From an optimization exercise on the open Yosys and OpenROAD flow, aimed at small area and a short achievable clock period; shortcuts taken in it are not production practice. Function was checked by simulation only, so behaviour that the tests miss may differ from the original. Power is estimated from default activity; no workload was simulated.

==> flow/design.v (outline; a module is shown in full before it is edited, if it fits) <==
// module mul_simd_top: 1767 lines
module mul_simd_top
(
   input  logic        clk,
   input  logic        rst_n,
   input  logic        in_valid,
   input  logic [1:0]  op,
   input  logic [31:0] a,
   input  logic [31:0] b,
   output logic        out_valid,
   output logic [63:0] result
);
  // ...
==> flow/flow/run.sh <==
#!/bin/bash
# Own layout flow: the standard synthesis unchanged, then
#  - (if POLARITY=1) flow/polarity.py removes inverters between full-adder
#    cells of the synthesized netlist by choosing each adder's polarity
#    (registers, ports and the function are unchanged),
#  - the standard ORFS steps with a few resizer settings changed (knobs.sh):
#    port buffers are buf cells (the default pick is a slow delay buffer),
#    the resizer may swap cells across footprints, and repair_timing aims for
#    extra setup slack.
# Each step's full output goes to a log file in this folder.
set -euo pipefail
cd "$(dirname "$0")/.."
source flow/knobs.sh
R=orfs/results/sky130hd/mul_simd_top/base
bash standard.sh synth > flow_synth.log 2>&1
if [[ "${POLARITY:-0}" == 1 ]]; then
  cp $R/1_2_yosys.v flow_synth_netlist.v
  python3 flow/polarity.py $R/1_2_yosys.v > flow_polarity.log 2>&1
  rm -f $R/1_synth.odb $R/1_synth.sdc
fi
bash standard.sh "${KNOBS[@]}" finish > flow_layout.log 2>&1
==> flow/flow/knobs.sh <==
POLARITY=1
KNOBS=(
  MATCH_CELL_FOOTPRINT=0
  "BUFFER_PORTS_ARGS=-buffer_cell sky130_fd_sc_hd__buf_2"
  SETUP_SLACK_MARGIN=5.2
)
==> flow/flow/polarity.py <==
#!/usr/bin/env python3
"""Remove inverters between full-adder cells of a synthesized netlist.

A full adder is self-dual: FA(~a, ~b, ~c) = (~sum, ~carry). Synthesis maps the
carry-save tree into sky130 fa cells, but leaves an inverter on many of the
wires between them. This pass picks, for every fa cell, whether it computes
the true or the inverted values of its wires (flipping all its inputs and
outputs), so that as few inverters as possible are needed, then rewires the
netlist. Registers, ports and all other cells are untouched; the netlist
computes exactly the same function.

usage: polarity.py NETLIST.v   (rewritten in place; a report goes to stdout)
"""
import re, sys, random

path = sys.argv[1]
text = open(path).read()

inst_re = re.compile(r'^(\s*)(sky130_fd_sc_hd__\w+)\s+(\S+)\s*\((.*?)\);\n', re.S | re.M)
pin_re = re.compile(r'\.(\w+)\(\s*(.*?)\s*\)(?=\s*,|\s*$)', re.S)
OUTPINS = {"X", "Y", "Q", "Q_N", "SUM", "COUT", "HI", "LO"}

cells = []
for m in inst_re.finditer(text):
    pins = {}
    for pm in pin_re.finditer(m.group(4)):
        pins[pm.group(1)] = pm.group(2).strip()
    cells.append({"type": m.group(2), "name": m.group(3), "pins": pins,
                  "span": m.span(), "indent": m.group(1)})

hdr_end = text.index(");", text.index("module")) + 2
ports = set()
for m in re.finditer(r'^\s*(input|output|inout)\s*(\[[^\]]*\])?\s*([^;]+);', text, re.M):
    for n in m.group(3).split(","):
        ports.add(n.strip())

def fmt(n):
    return n + " " if n.startswith("\\") else n

def is_port(net):
    base = net.split("[")[0].strip()
    return base in ports or net in ports

driver = {}
for i, c in enumerate(cells):
    for p, n in c["pins"].items():
        if p in OUTPINS:
            driver[n] = (i, p)

def is_inv(c):
    return "__inv_" in c["type"]

def is_fa(c):
    return "__fa_" in c["type"]

def root(net):
    par = 0
    seen = 0
    while net in driver and is_inv(cells[driver[net][0]]) and seen < 50:
        net = cells[driver[net][0]]["pins"]["A"]
        par ^= 1
        seen += 1
    return net, par

fa_ids = [i for i, c in enumerate(cells) if is_fa(c)]
fa_out = {}   # net -> fa index
for i in fa_ids:
    for p in ("SUM", "COUT"):
        if p in cells[i]["pins"]:
            fa_out[cells[i]["pins"][p]] = i

fixed = set()
for i in fa_ids:
    for p in ("SUM", "COUT"):
        n = cells[i]["pins"].get(p)
        if n is not None and is_port(n):
            fixed.add(i)

# managed pins: every input pin of a non-inverter cell whose root is an fa
# output, and every input pin of an fa cell
managed = []   # (cell idx, pin, root net, parity)
for i, c in enumerate(cells):
    if is_inv(c):
        continue
    for p, n in c["pins"].items():
        if p in OUTPINS:
            continue
        r, par = root(n)
        if is_fa(c) or r in fa_out:
            managed.append((i, p, r, par))

# inverter outputs that are ports or feed unmanaged loads stay as they are
x = {i: 0 for i in fa_ids}

def need(m):
    i, p, r, par = m
    v = par
    if is_fa(cells[i]):
        v ^= x[i]
    if r in fa_out:
        v ^= x[fa_out[r]]
    return v

def cost():
    return len({m[2] for m in managed if need(m)})

by_fa = {i: [] for i in fa_ids}
for k, m in enumerate(managed):
    i, p, r, par = m
    if i in by_fa:
        by_fa[i].append(k)
    if r in fa_out:
        by_fa[fa_out[r]].append(k)
by_root = {}
for k, m in enumerate(managed):
    by_root.setdefault(m[2], []).append(k)

def delta(f):
    roots = {managed[k][2] for k in by_fa[f]}
    before = sum(1 for r in roots if any(need(managed[k]) for k in by_root[r]))
    x[f] ^= 1
    after = sum(1 for r in roots if any(need(managed[k]) for k in by_root[r]))
    x[f] ^= 1
    return after - before

c0 = cost()
best = dict(x); best_cost = c0
rng = random.Random(1)
for restart in range(12):
    if restart:
        for f in fa_ids:
            x[f] = best[f]
        for f in rng.sample(fa_ids, max(1, len(fa_ids) // 10)):
            if f not in fixed:
                x[f] ^= 1
    improved = True
    while improved:
        improved = False
        for f in fa_ids:
            if f in fixed:
                continue
            if delta(f) < 0:
                x[f] ^= 1
                improved = True
    cc = cost()
    if cc < best_cost:
        best_cost = cc; best = dict(x)
x = best

# rewrite
new_inv = {}   # root net -> inverted net
extra = []
def inv_of(r):
    if r not in new_inv:
        k = len(new_inv)
        nn = f"_pol{k}_"
        new_inv[r] = nn
        extra.append((f"  wire {nn};\n", f"  sky130_fd_sc_hd__inv_1 _pol{k}_i_ (\n    .A({fmt(r)}),\n    .Y({nn})\n  );\n"))
    return new_inv[r]

for m in managed:
    i, p, r, par = m
    cells[i]["pins"][p] = inv_of(r) if need(m) else r

# drop inverters that drive nothing now (repeat, chains)
loads = {}
def count_loads():
    loads.clear()
    for c in cells:
        if c.get("dead"):
            continue
        for p, n in c["pins"].items():
            if p not in OUTPINS:
                loads[n] = loads.get(n, 0) + 1
changed = True
removed = 0
while changed:
    changed = False
    count_loads()
    for c in cells:
        if c.get("dead") or not is_inv(c):
            continue
        y = c["pins"]["Y"]
        if loads.get(y, 0) == 0 and not is_port(y):
            c["dead"] = True
            removed += 1
            changed = True

out = []
pos = 0
for c in cells:
    s, e = c["span"]
    out.append(text[pos:s])
    if not c.get("dead"):
        ind = c["indent"]
        body = ",\n".join(f"{ind}  .{p}({fmt(n)})" for p, n in c["pins"].items())
        out.append(f"{ind}{c['type']} {c['name']} (\n{body}\n{ind});\n")
    pos = e
out.append(text[pos:])
res = "".join(out)
decl = "".join(d for d, _ in extra)
insts = "".join(i for _, i in extra)
res = res[:hdr_end] + "\n" + decl + res[hdr_end:]
k = res.rindex("endmodule")
res = res[:k] + insts + res[k:]
open(path, "w").write(res)
flipped = sum(1 for f in fa_ids if x[f])
print(f"polarity: {len(fa_ids)} fa cells, {flipped} flipped; inverted roots {c0} -> {best_cost}; "
      f"{removed} inverters removed, {len(new_inv)} added")
==> flow/standard.sh <==
#!/bin/bash
# synth_recipe.tcl (not shown) runs the flow's synth.tcl, then flattens the netlist and writes it again
# the make line also repeats each setting of config.mk as NAME=value (left out here)
make -C /OpenROAD-flow-scripts/flow DESIGN_CONFIG=/design/flow/config.mk WORK_HOME=/design/flow/orfs CLKGATE_MAP_FILE= SYNTH_SCRIPT=/design/flow/synth_recipe.tcl "${@:-finish}"
==> flow/config.mk <==
export PLATFORM = sky130hd
export DESIGN_NAME = mul_simd_top
export DESIGN_NICKNAME = mul_simd_top
export VERILOG_FILES = /design/flow/design.v
export SDC_FILE = /design/flow/constraint.sdc
export NUM_CORES = 4
export LEC_CHECK = 0
export CAP_MARGIN = 20
export CORE_MARGIN = 2
export CORE_UTILIZATION = 60
export SLEW_MARGIN = 20
==> flow/constraint.sdc <==
create_clock -name core_clock -period 9.5 [get_ports {clk}]
set_input_delay 1.9000 -clock core_clock [delete_from_list [all_inputs] [get_ports {clk}]]
set_output_delay 1.9000 -clock core_clock [all_outputs]
set_load 0.01 [all_outputs]
==> metrics.md, run 1 <==
| Metric | Value |
|---|---|
| DRT iter0 DRCs | 1,036 |
| Status | no timing/DRC/antenna violations |
| Root Buffer | clkbuf_16 |
| Tap Count | 455 |
| Internal power | 4.37 mW |
| Register share of the cell area | 0.251 |
| Hold Path Class | reg2reg |
| Max Clock Skew | 0.0111 ns |
| Setup crit start kind | flop |
| Crit Path Category | reg2out |
| CTS tree | yes |
| Maximum capacitance violations | 0 |
| Psw | 2.87 mW |
| Worst Setup EP | result[63] |
| Peak VDD IR | 0.311 mV |
| Hold buffer count at CTS | 0 |
| Largest Pwr Group | combinational logic |
| Die width | 191 microns |
| Sw Share | 0.397 |
| Clock tree sinks | 282 |
| Syn_nets | 2,491 |
| Power share of the sequential group | 0.244 |
| Register area | 5800 sq um |
| Die span in y | 191 microns |
| Final ANT Viol Nets | 0 |
| Area occupied by multi-input gates | 14,100 sq um |
| Worst EP arrival | 2.59 ns |
| Fill cells | 2,693 |
| Leading cell kind | multi-input combinational cells |
| Worst slew margin | 0.396 |
| Met2 WL | 23,800 microns |
| CTS resizes | 54 |
| Hold Path Sink | out_valid$_DFF_PN0_ |
| DRC | 0 |
| Crit path time final | 4.49 ns |
| Final Power | 7.24 mW |
==> run 2, diff against run 1 <==
--- a/flow/design.v
+++ b/flow/design.v
@@ -120,21 +120,23 @@
       gnm1_r <= {a[23], a[21], a[19], a[17]} & {4{wide}};
       gnn1_r <= ~{a[23], a[21], a[19], a[17]} & {4{wide}};
       gnw1_r <= {a[31], a[29], a[27], a[25]} & {4{wide}};
    end
    logic [7:0] lo0_r;
    logic cy0_r;
    logic [31:8] bs0_r;    
    logic [5:0] bg0_r;    
+   logic [5:0] bp0_r;    
    logic w20_r;
    logic [7:0] lo1_r;
    logic cy1_r;
    logic [31:8] bs1_r;    
    logic [5:0] bg1_r;    
+   logic [5:0] bp1_r;    
    logic w21_r;
    wire l0_negm0 = gnm0_r[0];
    wire l0_negm1 = gnm0_r[1];
    wire l0_negm2 = gnm0_r[2];
    wire l0_negm3 = gnm0_r[3];
    wire l0_negw4 = gnw0_r[0];
    wire l0_negw5 = gnw0_r[1];
    wire l0_negw6 = gnw0_r[2];
@@ -1589,36 +1591,41 @@
       lo0_r[6] <= l0_la_s6;
       lo0_r[7] <= l0_la_s7;
       cy0_r <= l0_la_G2_7;
       bs0_r[8] <= l0_b0_p0;
       bs0_r[9] <= l0_b0_s1;
       bs0_r[10] <= l0_b0_s2;
       bs0_r[11] <= l0_b0_s3;
       bg0_r[0] <= l0_b0_c4;
+      bp0_r[0] <= l0_b0_p0 & l0_b0_p1 & l0_b0_p2 & l0_b0_p3;
       bs0_r[12] <= l0_b1_p0;
       bs0_r[13] <= l0_b1_s1;
       bs0_r[14] <= l0_b1_s2;
       bs0_r[15] <= l0_b1_s3;
-      bg0_r[1] <= l0_b1_c4;
+      bg0_r[1] <= l0_b1_c4 & w0_r[3];
+      bp0_r[1] <= l0_b1_p0 & l0_b1_p1 & l0_b1_p2 & l0_b1_p3 & w0_r[3];
       bs0_r[16] <= l0_b2_p0;
       bs0_r[17] <= l0_b2_s1;
       bs0_r[18] <= l0_b2_s2;
       bs0_r[19] <= l0_b2_s3;
       bg0_r[2] <= l0_b2_c4;
+      bp0_r[2] <= l0_b2_p0 & l0_b2_p1 & l0_b2_p2 & l0_b2_p3;
       bs0_r[20] <= l0_b3_p0;
       bs0_r[21] <= l0_b3_s1;
       bs0_r[22] <= l0_b3_s2;
       bs0_r[23] <= l0_b3_s3;
       bg0_r[3] <= l0_b3_c4;
+      bp0_r[3] <= l0_b3_p0 & l0_b3_p1 & l0_b3_p2 & l0_b3_p3;
       bs0_r[24] <= l0_b4_p0;
       bs0_r[25] <= l0_b4_s1;
       bs0_r[26] <= l0_b4_s2;
       bs0_r[27] <= l0_b4_s3;
       bg0_r[4] <= l0_b4_c4;
+      bp0_r[4] <= l0_b4_p0 & l0_b4_p1 & l0_b4_p2 & l0_b4_p3;
       bs0_r[28] <= l0_b5_p0;
       bs0_r[29] <= l0_b5_s1;
       bs0_r[30] <= l0_b5_s2;
       bs0_r[31] <= l0_b5_s3;
       lo1_r[0] <= l1_la_p0;
       lo1_r[1] <= l1_la_s1;
       lo1_r[2] <= l1_la_s2;
       lo1_r[3] <= l1_la_s3;
@@ -1627,87 +1634,92 @@
       lo1_r[6] <= l1_la_s6;
       lo1_r[7] <= l1_la_s7;
       cy1_r <= l1_la_G2_7;
       bs1_r[8] <= l1_b0_p0;
       bs1_r[9] <= l1_b0_s1;
       bs1_r[10] <= l1_b0_s2;
       bs1_r[11] <= l1_b0_s3;
       bg1_r[0] <= l1_b0_c4;
+      bp1_r[0] <= l1_b0_p0 & l1_b0_p1 & l1_b0_p2 & l1_b0_p3;
       bs1_r[12] <= l1_b1_p0;
       bs1_r[13] <= l1_b1_s1;
       bs1_r[14] <= l1_b1_s2;
       bs1_r[15] <= l1_b1_s3;
-      bg1_r[1] <= l1_b1_c4;
+      bg1_r[1] <= l1_b1_c4 & w1_r[3];
+      bp1_r[1] <= l1_b1_p0 & l1_b1_p1 & l1_b1_p2 & l1_b1_p3 & w1_r[3];
       bs1_r[16] <= l1_b2_p0;
       bs1_r[17] <= l1_b2_s1;
       bs1_r[18] <= l1_b2_s2;
       bs1_r[19] <= l1_b2_s3;
       bg1_r[2] <= l1_b2_c4;
+      bp1_r[2] <= l1_b2_p0 & l1_b2_p1 & l1_b2_p2 & l1_b2_p3;
       bs1_r[20] <= l1_b3_p0;
       bs1_r[21] <= l1_b3_s1;
       bs1_r[22] <= l1_b3_s2;
       bs1_r[23] <= l1_b3_s3;
       bg1_r[3] <= l1_b3_c4;
+      bp1_r[3] <= l1_b3_p0 & l1_b3_p1 & l1_b3_p2 & l1_b3_p3;
       bs1_r[24] <= l1_b4_p0;
       bs1_r[25] <= l1_b4_s1;
       bs1_r[26] <= l1_b4_s2;
       bs1_r[27] <= l1_b4_s3;
       bg1_r[4] <= l1_b4_c4;
+      bp1_r[4] <= l1_b4_p0 & l1_b4_p1 & l1_b4_p2 & l1_b4_p3;
       bs1_r[28] <= l1_b5_p0;
       bs1_r[29] <= l1_b5_s1;
       bs1_r[30] <= l1_b5_s2;
       bs1_r[31] <= l1_b5_s3;
    end
    assign result[7:0] = lo0_r;
    wire f0_c0 = cy0_r;
    assign result[8] = bs0_r[8] ^ f0_c0;
    wire f0_q0_1 = bs0_r[8];
    assign result[9] = bs0_r[9] ^ (f0_c0 & f0_q0_1);
    wire f0_q0_2 = bs0_r[8] & bs0_r[9];
    assign result[10] = bs0_r[10] ^ (f0_c0 & f0_q0_2);
    wire f0_q0_3 = bs0_r[8] & bs0_r[9] & bs0_r[10];
    assign result[11] = bs0_r[11] ^ (f0_c0 & f0_q0_3);
-   wire f0_n0 = (bg0_r[0] | ((bs0_r[8] & bs0_r[9] & bs0_r[10] & bs0_r[11]) & f0_c0));
+   wire f0_n0 = (bg0_r[0] | ((bp0_r[0]) & f0_c0));
    wire f0_c1 = f0_n0;
    assign result[12] = bs0_r[12] ^ f0_c1;
    wire f0_q1_1 = bs0_r[12];
    assign result[13] = bs0_r[13] ^ (f0_c1 & f0_q1_1);
    wire f0_q1_2 = bs0_r[12] & bs0_r[13];
    assign result[14] = bs0_r[14] ^ (f0_c1 & f0_q1_2);
    wire f0_q1_3 = bs0_r[12] & bs0_r[13] & bs0_r[14];
    assign result[15] = bs0_r[15] ^ (f0_c1 & f0_q1_3);
-   wire f0_n1 = ((bg0_r[1] | ((bs0_r[12] & bs0_r[13] & bs0_r[14] & bs0_r[15]) & f0_c1)) & w20_r);
+   wire f0_n1 = (bg0_r[1] | ((bp0_r[1]) & f0_c1));
    wire f0_c2 = f0_n1;
    assign result[16] = bs0_r[16] ^ f0_c2;
    wire f0_q2_1 = bs0_r[16];
    assign result[17] = bs0_r[17] ^ (f0_c2 & f0_q2_1);
    wire f0_q2_2 = bs0_r[16] & bs0_r[17];
    assign result[18] = bs0_r[18] ^ (f0_c2 & f0_q2_2);
    wire f0_q2_3 = bs0_r[16] & bs0_r[17] & bs0_r[18];
    assign result[19] = bs0_r[19] ^ (f0_c2 & f0_q2_3);
-   wire f0_n2 = (bg0_r[2] | ((bs0_r[16] & bs0_r[17] & bs0_r[18] & bs0_r[19]) & f0_c2));
+   wire f0_n2 = (bg0_r[2] | ((bp0_r[2]) & f0_c2));
    wire f0_c3 = f0_n2;
    assign result[20] = bs0_r[20] ^ f0_c3;
    wire f0_q3_1 = bs0_r[20];
    assign result[21] = bs0_r[21] ^ (f0_c3 & f0_q3_1);
    wire f0_q3_2 = bs0_r[20] & bs0_r[21];
    assign result[22] = bs0_r[22] ^ (f0_c3 & f0_q3_2);
    wire f0_q3_3 = bs0_r[20] & bs0_r[21] & bs0_r[22];
    assign result[23] = bs0_r[23] ^ (f0_c3 & f0_q3_3);
-   wire f0_n3 = (bg0_r[3] | ((bs0_r[20] & bs0_r[21] & bs0_r[22] & bs0_r[23]) & f0_c3));
+   wire f0_n3 = (bg0_r[3] | ((bp0_r[3]) & f0_c3));
    wire f0_c4 = f0_n3;
    assign result[24] = bs0_r[24] ^ f0_c4;
    wire f0_q4_1 = bs0_r[24];
    assign result[25] = bs0_r[25] ^ (f0_c4 & f0_q4_1);
    wire f0_q4_2 = bs0_r[24] & bs0_r[25];
    assign result[26] = bs0_r[26] ^ (f0_c4 & f0_q4_2);
    wire f0_q4_3 = bs0_r[24] & bs0_r[25] & bs0_r[26];
    assign result[27] = bs0_r[27] ^ (f0_c4 & f0_q4_3);
-   wire f0_n4 = (bg0_r[4] | ((bs0_r[24] & bs0_r[25] & bs0_r[26] & bs0_r[27]) & f0_c4));
+   wire f0_n4 = (bg0_r[4] | ((bp0_r[4]) & f0_c4));
    wire f0_c5 = f0_n4;
    assign result[28] = bs0_r[28] ^ f0_c5;
    wire f0_q5_1 = bs0_r[28];
    assign result[29] = bs0_r[29] ^ (f0_c5 & f0_q5_1);
    wire f0_q5_2 = bs0_r[28] & bs0_r[29];
    assign result[30] = bs0_r[30] ^ (f0_c5 & f0_q5_2);
    wire f0_q5_3 = bs0_r[28] & bs0_r[29] & bs0_r[30];
    assign result[31] = bs0_r[31] ^ (f0_c5 & f0_q5_3);
@@ -1715,53 +1727,53 @@
    wire f1_c0 = cy1_r;
    assign result[40] = bs1_r[8] ^ f1_c0;
    wire f1_q0_1 = bs1_r[8];
    assign result[41] = bs1_r[9] ^ (f1_c0 & f1_q0_1);
    wire f1_q0_2 = bs1_r[8] & bs1_r[9];
    assign result[42] = bs1_r[10] ^ (f1_c0 & f1_q0_2);
    wire f1_q0_3 = bs1_r[8] & bs1_r[9] & bs1_r[10];
    assign result[43] = bs1_r[11] ^ (f1_c0 & f1_q0_3);
-   wire f1_n0 = (bg1_r[0] | ((bs1_r[8] & bs1_r[9] & bs1_r[10] & bs1_r[11]) & f1_c0));
+   wire f1_n0 = (bg1_r[0] | ((bp1_r[0]) & f1_c0));
    wire f1_c1 = f1_n0;
    assign result[44] = bs1_r[12] ^ f1_c1;
    wire f1_q1_1 = bs1_r[12];
    assign result[45] = bs1_r[13] ^ (f1_c1 & f1_q1_1);
    wire f1_q1_2 = bs1_r[12] & bs1_r[13];
    assign result[46] = bs1_r[14] ^ (f1_c1 & f1_q1_2);
    wire f1_q1_3 = bs1_r[12] & bs1_r[13] & bs1_r[14];
    assign result[47] = bs1_r[15] ^ (f1_c1 & f1_q1_3);
-   wire f1_n1 = ((bg1_r[1] | ((bs1_r[12] & bs1_r[13] & bs1_r[14] & bs1_r[15]) & f1_c1)) & w21_r);
+   wire f1_n1 = (bg1_r[1] | ((bp1_r[1]) & f1_c1));
    wire f1_c2 = f1_n1;
    assign result[48] = bs1_r[16] ^ f1_c2;
    wire f1_q2_1 = bs1_r[16];
    assign result[49] = bs1_r[17] ^ (f1_c2 & f1_q2_1);
    wire f1_q2_2 = bs1_r[16] & bs1_r[17];
    assign result[50] = bs1_r[18] ^ (f1_c2 & f1_q2_2);
    wire f1_q2_3 = bs1_r[16] & bs1_r[17] & bs1_r[18];
    assign result[51] = bs1_r[19] ^ (f1_c2 & f1_q2_3);
-   wire f1_n2 = (bg1_r[2] | ((bs1_r[16] & bs1_r[17] & bs1_r[18] & bs1_r[19]) & f1_c2));
+   wire f1_n2 = (bg1_r[2] | ((bp1_r[2]) & f1_c2));
    wire f1_c3 = f1_n2;
    assign result[52] = bs1_r[20] ^ f1_c3;
    wire f1_q3_1 = bs1_r[20];
    assign result[53] = bs1_r[21] ^ (f1_c3 & f1_q3_1);
    wire f1_q3_2 = bs1_r[20] & bs1_r[21];
    assign result[54] = bs1_r[22] ^ (f1_c3 & f1_q3_2);
    wire f1_q3_3 = bs1_r[20] & bs1_r[21] & bs1_r[22];
    assign result[55] = bs1_r[23] ^ (f1_c3 & f1_q3_3);
-   wire f1_n3 = (bg1_r[3] | ((bs1_r[20] & bs1_r[21] & bs1_r[22] & bs1_r[23]) & f1_c3));
+   wire f1_n3 = (bg1_r[3] | ((bp1_r[3]) & f1_c3));
    wire f1_c4 = f1_n3;
    assign result[56] = bs1_r[24] ^ f1_c4;
    wire f1_q4_1 = bs1_r[24];
    assign result[57] = bs1_r[25] ^ (f1_c4 & f1_q4_1);
    wire f1_q4_2 = bs1_r[24] & bs1_r[25];
    assign result[58] = bs1_r[26] ^ (f1_c4 & f1_q4_2);
    wire f1_q4_3 = bs1_r[24] & bs1_r[25] & bs1_r[26];
    assign result[59] = bs1_r[27] ^ (f1_c4 & f1_q4_3);
-   wire f1_n4 = (bg1_r[4] | ((bs1_r[24] & bs1_r[25] & bs1_r[26] & bs1_r[27]) & f1_c4));
+   wire f1_n4 = (bg1_r[4] | ((bp1_r[4]) & f1_c4));
    wire f1_c5 = f1_n4;
    assign result[60] = bs1_r[28] ^ f1_c5;
    wire f1_q5_1 = bs1_r[28];
    assign result[61] = bs1_r[29] ^ (f1_c5 & f1_q5_1);
    wire f1_q5_2 = bs1_r[28] & bs1_r[29];
    assign result[62] = bs1_r[30] ^ (f1_c5 & f1_q5_2);
    wire f1_q5_3 = bs1_r[28] & bs1_r[29] & bs1_r[30];
    assign result[63] = bs1_r[31] ^ (f1_c5 & f1_q5_3);
==> flow/config.mk (replaced) <==
export PLATFORM = sky130hd
export DESIGN_NAME = mul_simd_top
export DESIGN_NICKNAME = mul_simd_top
export VERILOG_FILES = /design/flow/design.v
export SDC_FILE = /design/flow/constraint.sdc
export NUM_CORES = 4
export LEC_CHECK = 0
export CAP_MARGIN = 20
export CORE_MARGIN = 2
export CORE_UTILIZATION = 60
export CTS_BUF_LIST = sky130_fd_sc_hd__clkbuf_8 sky130_fd_sc_hd__clkbuf_16
export CTS_CLUSTER_DIAMETER = 100
export CTS_CLUSTER_SIZE = 24
export SLEW_MARGIN = 20
==> metrics.md, run 2 <==
| Metric | Value |
|---|---|
| Worst Setup SP | cy1_r$_DFF_P_ |
| Maximum capacitance violations | 0 (unchanged) |
| Min-delay src | v1_r$_DFF_PN0_ |
| DRT iter0 DRCs | 981 (-5.3%) |
| Clock tree sinks | 291 (+3.2%) |
| Critical path's slowest cell | dfxtp_1 |
| Post-detailed-route wirelength per cell | 19.9 microns |
| Routed vias/inst | 5.80 |
| First-pass GRT wire length | 81,200 microns |
| Layout area overhead | 5.52% |
| Share of layout cells above drive strength 1 | 0.110 |
| Leakage | 9.53 nW |
| R2R Path Start | bt1_r[7]$_DFF_P_ |
| Drt first pass iters | 8 |
| Hold Path Class | reg2reg |
| Mean Syn Cell Area | 10.1 sq um |
| Kind of cell adding the most delay to the critical path | compound AO/OA/AOI/OAI gates |
| Hold buffer count at CTS | 0 (unchanged) |
| Hold Path Sink | out_valid$_DFF_PN0_ |
| Fill cells | 2,916 (+8.3%) |
| Register-to-register setup slack | 5.38 ns |
| Buffer levels on the longest clock path | 3 |
| Max Clock Skew | 0.0138 ns (+0.00275 ns) |
| Crit path max fanout | 5 |
| Synth Instances | 2,105 |
| Die width | 192 microns (+0.78%) |
| Total track usage | 0.283 |
| Max Fclk | 241 MHz |
| Root Buffer | clkbuf_16 |
| Initial Util | 0.612 |
| Nets@finish | 2,490 |
| Core Area | 34,700 sq um |
| Final ANT Viol Nets | 0 (unchanged) |
| Yosys Warn Count | 1 |
| Total Neg Setup Slack | 0 ns |
| Row Count | 68 |
| Cells on Worst Hold Path | 0 |
| Worst slew margin | 0.412 (+0.0157) |
| DP HPWL | 40,000 microns |
| Initial antenna violation count | 1 |
| H-tree depth | 1 |
| Num ports | 134 |
| Port bufs | 133 |
| Final count of negative-setup-slack endpoints | 0 |
| CTS clk-pin slew, worst paths | 0.09 ns |
| CTS tree | yes |
| Crit path time final | 4.16 ns (-0.335 ns) |
| Reg2reg end | bg1_r[2]$_DFF_P_ |
| Worst EP arrival | 2.26 ns (-0.33 ns) |
| DRC | 0 (unchanged) |
| Largest net degree at the start of global routing | 79 |
| Delay of the slowest critical-path stage | 0.38 ns |
| Final worst-path cycle share | 0.437 |
| Status | no timing/DRC/antenna violations |
| Synthesized area | 21,300 sq um |
| Syn_nets | 2,508 (+0.68%) |
| Worst Slack Setup Final | 5.34 ns |
| Post-Route WL | 50,800 microns |
| Worst slew pin tran | 0.880 ns |
| Die span in y | 192 microns (+0.78%) |
| DP Worst Slack | 4.96 ns |
| Commonest non-fill, non-tap cell in the layout | a22oi_1 |
| Cts bufs inserted | 16 |
| Die area | 36,900 sq um |
| Hold Vio Cnt, Final | 0 |
| CP Cell Sequence | a211oi_4, o21bai_1, a21o_1, ha_1, xor2_1, buf_2 |
| RSZ-0062 raised after global routing | true |
| Final Max Slew Viols | 0 |
| Vias in the first global route | 15.0k |
| Clk Latency, worst-skew pair | 0.52 ns |
| Gr ovfl total | 0 |
| WP buf/inv | 1 |
| Cell depth of the worst flop-to-flop path | 12 |
| Most frequent cells in the layout | 258 x a22oi_1, 233 x dfxtp_1, 220 x fa_1 |
| Critical Path RT | 7.60 ns |
| Final Util | 0.646 |
| Via count | 14.8k |
| Routability cong. | 0.888 |
| Pwr/cell area | 310 nW/um^2 |
| Crit Path Category | reg2out |
| Peak VDD IR | 0.365 mV (+17%) |
| CP endpoint kind | output port |
| Setup crit start kind | flop |
## run 2: cell types whose count changed in the layout (fill, tap and decap cells not counted), moves of 7 or more
cell	previous run	this run
dfxtp_1	198	233
clkbuf_16	37	17
buf_4	19	3
nand2_1	64	53
dfxtp_2	65	35
buf_6	7	0
and4_1	0	8
## run 2: worst max-delay path by stage
stage                             end  slack [ns]  cells after the start
floorplan            bg0_r[3]$_DFF_P_        5.33                     13
global placement     bg1_r[2]$_DFF_P_        5.11                     13
detailed placement   bg1_r[2]$_DFF_P_        4.96                     13
CTS                 bs0_r[19]$_DFF_P_        5.21                     14
global route        bs0_r[19]$_DFF_P_        5.19                     12
finish                     result[57]        5.34                      6
## run 2: power breakdown
part	internal (mW)	switching, mW	leakage (nW)	total [mW]
Clock	0.336	0.414	0.240	0.750
Sequential	1.54	0.248	2.46	1.79
Combinational	2.14	2.27	6.84	4.41
Total	4.01	2.94	9.53	6.95
## run 2: what timing repair did
item	CTS	global route
hold endpoints to repair	0	0
buffers inserted	0	0
endpoints found under the setup margin	19	8
gates resized for setup	33	51
## run 2: cell type report
type,count,area (sq um),area share
multi-input cells,1474,14100,0.629
flip-flops and latches,291,5960,0.266
repair buffers,136,688,0.0307
inverters,168,631,0.0281
well taps,455,569,0.0254
clock buffers,18,439,0.0196
clock inverters,5,30.0,0.00134
diodes,1,2.50,0.000112
## run 2: metal layers
layer,wire length (microns),share of wire,vias up,GRT usage
li1,-,-,6970,-
met3,2290,0.045,89,0.0292
met4,1570,0.031,0,0.0869
met1,21200,0.42,7260,0.366
met2,25700,0.51,464,0.499
met5,0,0,-,0
## run 2: metrics by stage
stage	total power, mW	std cells	area [sq um]	hold WS [ns]
after floorplan	5.15	2105	21300	0.331
final	6.95	2548	22400	0.366
after global placement	6.12	2524	21800	0.338
after global routing	7.70	2548	22400	0.376
after CTS	7.04	2547	22300	0.367
after detailed placement	6.25	2524	21800	0.346
## run 2: worst reg2reg max path: stages (launching register included)
cell and delay [ns]:
dfxtp_2 0.58, a22oi_1 0.14, xor2_1 0.19, fa_1 0.52, fa_1 0.52, fa_1 0.44
fa_1 0.56, inv_1 0.05, ha_1 0.31, and3_1 0.20, o21ai_0 0.22, o21ai_0 0.12
a21o_1 0.18

## port drivers added, routing unchanged
In the flow no input, the clock included, has a driving cell. The finished layouts below were timed again as built, in two steps. Step 1: set_driving_cell puts a clkbuf_16 on clk and a buf_2 on each other input, an assumption about the parent block. Step 2 adds t to the input delays and takes it off the output delays; t is the mean of the earliest and latest rising clock arrival at the registers after step 1. Input paths then give back, and output paths get back, about the clock's delay inside the block. Three values: no drivers, after step 1, after step 2; two values: the first two.
| run | t (ns) | slack for setup (ns) | clock arrival spread, ns | worst data-port slew with drivers (ns) | pins driven straight from the clock port |
|---|---|---|---|---|---|
| run 1 | 0.565 | 5.009 / 4.954 / 5.142 | 0.013 / 0.013 | 0.09 | 1 |
| run 2 | 0.566 | 5.344 / 5.287 / 5.077 | 0.015 / 0.016 | 0.08 | 1 |
After both steps setup and hold are still met in every run listed. The setup slack of run 2, which loses most, moves by -0.057 ns with the drivers and by -0.267 ns with both steps.
